This design comes from an exercise in tuning for small area on the open sky130 flow, not from production work. The clock input has no modelled driver; a real chip could not lean on it and would need a root buffer or a full tree. Power and IR drop assume default switching activity.

## bnn_spi_top
module bnn_spi_top (
  input  logic       clk,
  input  logic       rst_n,
  input  logic       spi_sclk,
  input  logic       spi_mosi,
  input  logic       spi_cs_n,
  output logic [3:0] result_out,
  output logic       result_ready,
  output logic       status_ready,
  output logic       send_image,
  output logic [2:0] fsm_state
);
Size: ~500 cells after synthesis, about 160 flip-flops, about 15 I/O pins, about 6000 um^2 of cells after synthesis.
Settings: LEC_CHECK=0, CAP_MARGIN=20, CORE_MARGIN=2, CORE_UTILIZATION=40, SLEW_MARGIN=20; clock period 20.0 ns.
standard.sh (not shown) runs the stock make flow with config.mk's settings and CLKGATE_MAP_FILE= SYNTH_SCRIPT=/design/flow/synth_recipe.tcl, a recipe that flattens the netlist after the stock synthesis.
==> flow/flow/run.sh <==
#!/bin/bash
# Standard layout, except: the clock tree is a root buffer and a few
# clustered leaf buffers built by flow/cts_manual.tcl in place of TritonCTS's
# H-tree, and ports are buffered with buf_1.
set -euo pipefail
here=$(pwd)
export PRE_CTS_TCL=$here/flow/cts_manual.tcl
export CTS_NLEAF=8
export CTS_LEAF_CELL=sky130_fd_sc_hd__clkbuf_8
export CTS_ROOT_CELL=sky130_fd_sc_hd__clkbuf_8
export BUFFER_PORTS_ARGS="-buffer_cell sky130_fd_sc_hd__buf_1"
bash standard.sh > standard.log 2>&1
==> flow/flow/cts_manual.tcl <==
# Clock tree built here in place of TritonCTS's H-tree: the clock port
# drives one root buffer, which drives NLEAF leaf buffers, each driving one
# cluster of register clock pins (k-means on pin location with a cap on the
# cluster size). ORFS's cts.tcl sources this hook and then calls
# clock_tree_synthesis, redefined below to only propagate the clock; the
# rest of cts.tcl (placement legalisation, timing repair) runs as usual.
set nleaf [expr {[info exists ::env(CTS_NLEAF)] ? $::env(CTS_NLEAF) : 6}]
set leaf_cell [expr {[info exists ::env(CTS_LEAF_CELL)] ? $::env(CTS_LEAF_CELL) : "sky130_fd_sc_hd__clkbuf_16"}]
set root_cell [expr {[info exists ::env(CTS_ROOT_CELL)] ? $::env(CTS_ROOT_CELL) : "sky130_fd_sc_hd__clkbuf_16"}]
set block [ord::get_db_block]
set clk_net [$block findNet clk]
set sinks {}
foreach it [$clk_net getITerms] {
  set bb [[$it getInst] getBBox]
  lappend sinks [list $it [expr {([$bb xMin] + [$bb xMax]) / 2.0}] [expr {([$bb yMin] + [$bb yMax]) / 2.0}]]
}
set n [llength $sinks]
set cap [expr {int(ceil(double($n) / $nleaf))}]
puts "manual cts: $n sinks, $nleaf leaf buffers of at most $cap sinks"
set sorted [lsort -real -index 1 $sinks]
set cx {}; set cy {}
for {set k 0} {$k < $nleaf} {incr k} {
  set s [lindex $sorted [expr {int(($k + 0.5) * $n / $nleaf)}]]
  lappend cx [lindex $s 1]; lappend cy [lindex $s 2]
}
for {set iter 0} {$iter < 40} {incr iter} {
  # order sinks by how much they lose if not given their nearest centre
  set order {}
  set idx 0
  foreach s $sinks {
    set ds {}
    for {set k 0} {$k < $nleaf} {incr k} {
      lappend ds [list $k [expr {abs([lindex $s 1] - [lindex $cx $k]) + abs([lindex $s 2] - [lindex $cy $k])}]]
    }
    set ds [lsort -real -index 1 $ds]
    set regret [expr {[lindex $ds 1 1] - [lindex $ds 0 1]}]
    lappend order [list $idx $regret $ds]
    incr idx
  }
  set order [lsort -real -decreasing -index 1 $order]
  for {set k 0} {$k < $nleaf} {incr k} { set cnt($k) 0; set sx($k) 0.0; set sy($k) 0.0 }
  foreach o $order {
    set i [lindex $o 0]
    foreach kd [lindex $o 2] {
      set k [lindex $kd 0]
      if {$cnt($k) < $cap} { break }
    }
    set asg($i) $k
    incr cnt($k)
    set s [lindex $sinks $i]
    set sx($k) [expr {$sx($k) + [lindex $s 1]}]
    set sy($k) [expr {$sy($k) + [lindex $s 2]}]
  }
  set cx {}; set cy {}
  for {set k 0} {$k < $nleaf} {incr k} {
    lappend cx [expr {$sx($k) / max($cnt($k), 1)}]
    lappend cy [expr {$sy($k) / max($cnt($k), 1)}]
  }
}
set db [ord::get_db]
set root [odb::dbInst_create $block [$db findMaster $root_cell] "clkbuf_manual_root"]
set rx 0.0; set ry 0.0
for {set k 0} {$k < $nleaf} {incr k} { set rx [expr {$rx + [lindex $cx $k]}]; set ry [expr {$ry + [lindex $cy $k]}] }
$root setLocation [expr {int($rx / $nleaf)}] [expr {int($ry / $nleaf)}]
$root setPlacementStatus PLACED
set root_net [odb::dbNet_create $block "clknet_manual_root"]
$root_net setSigType CLOCK
[$root findITerm A] connect $clk_net
[$root findITerm X] connect $root_net
for {set k 0} {$k < $nleaf} {incr k} {
  set inst [odb::dbInst_create $block [$db findMaster $leaf_cell] "clkbuf_manual_$k"]
  $inst setLocation [expr {int([lindex $cx $k])}] [expr {int([lindex $cy $k])}]
  $inst setPlacementStatus PLACED
  set net [odb::dbNet_create $block "clknet_manual_$k"]
  $net setSigType CLOCK
  [$inst findITerm A] connect $root_net
  [$inst findITerm X] connect $net
  set leafnet($k) $net
  puts "manual cts: leaf $k at [lindex $cx $k] [lindex $cy $k], $cnt($k) sinks"
}
set i 0
foreach s $sinks {
  set it [lindex $s 0]
  $it disconnect
  $it connect $leafnet($asg($i))
  incr i
}
$clk_net setSigType CLOCK
proc clock_tree_synthesis {args} {
  puts "manual cts: clock_tree_synthesis $args replaced by the tree above"
  set_propagated_clock [all_clocks]
}
The starting point produced a clean layout.
Edit:
==> flow/flow/run.sh (replaced) <==
#!/bin/bash
# Standard layout, except that the clock tree is a few clustered buffers
# built by flow/cts_manual.tcl in place of TritonCTS's H-tree.
set -euo pipefail
here=$(pwd)
export PRE_CTS_TCL=$here/flow/cts_manual.tcl
bash standard.sh > standard.log 2>&1
--- a/flow/flow/cts_manual.tcl
+++ b/flow/flow/cts_manual.tcl
@@ -5,7 +5,7 @@
 # clock_tree_synthesis, redefined below to only propagate the clock; the
 # rest of cts.tcl (placement legalisation, timing repair) runs as usual.
-set nleaf [expr {[info exists ::env(CTS_NLEAF)] ? $::env(CTS_NLEAF) : 6}]
-set leaf_cell [expr {[info exists ::env(CTS_LEAF_CELL)] ? $::env(CTS_LEAF_CELL) : "sky130_fd_sc_hd__clkbuf_16"}]
-set root_cell [expr {[info exists ::env(CTS_ROOT_CELL)] ? $::env(CTS_ROOT_CELL) : "sky130_fd_sc_hd__clkbuf_16"}]
+set nleaf 6
+set leaf_cell sky130_fd_sc_hd__clkbuf_16
+set root_cell sky130_fd_sc_hd__clkbuf_16
 set block [ord::get_db_block]
 set clk_net [$block findNet clk]
Effect: Die area stays the same. Hold slack improves by 0.0092 ns. Final area is higher by 2.1%. Fmax drops by 4.9%. Power grows by 3.1%.
No functional check of the RTL was part of any run of this note. No run of this note takes its clock network from TritonCTS; it comes from the design's own scripts or RTL.

separate check: timing with driven ports:
Ports are ideal in the flow. The routed layouts listed here were re-timed in OpenROAD.
Step 1: set_driving_cell puts a clkbuf_16 on clk and a buf_2 on each other input, an assumption about the parent block.
Step 2 adds t to the input delays and takes it off the output delays; t is the mean of the earliest and latest rising clock arrival at the registers after step 1. Input paths then give back, and output paths get back, about the clock's delay inside the block.
a / b / c = ideal ports / drivers / drivers and shift; a / b = the first two.
run	shift t [ns]	setup slack, ns	worst setup path at the end	worst slew at a driven data input, ns
the first run	0.442	14.150 / 14.112 / 14.554	register to output	0.03
the second run	0.390	13.848 / 13.809 / 14.198	register to output	0.03
After both steps setup and hold are still met in every run listed.
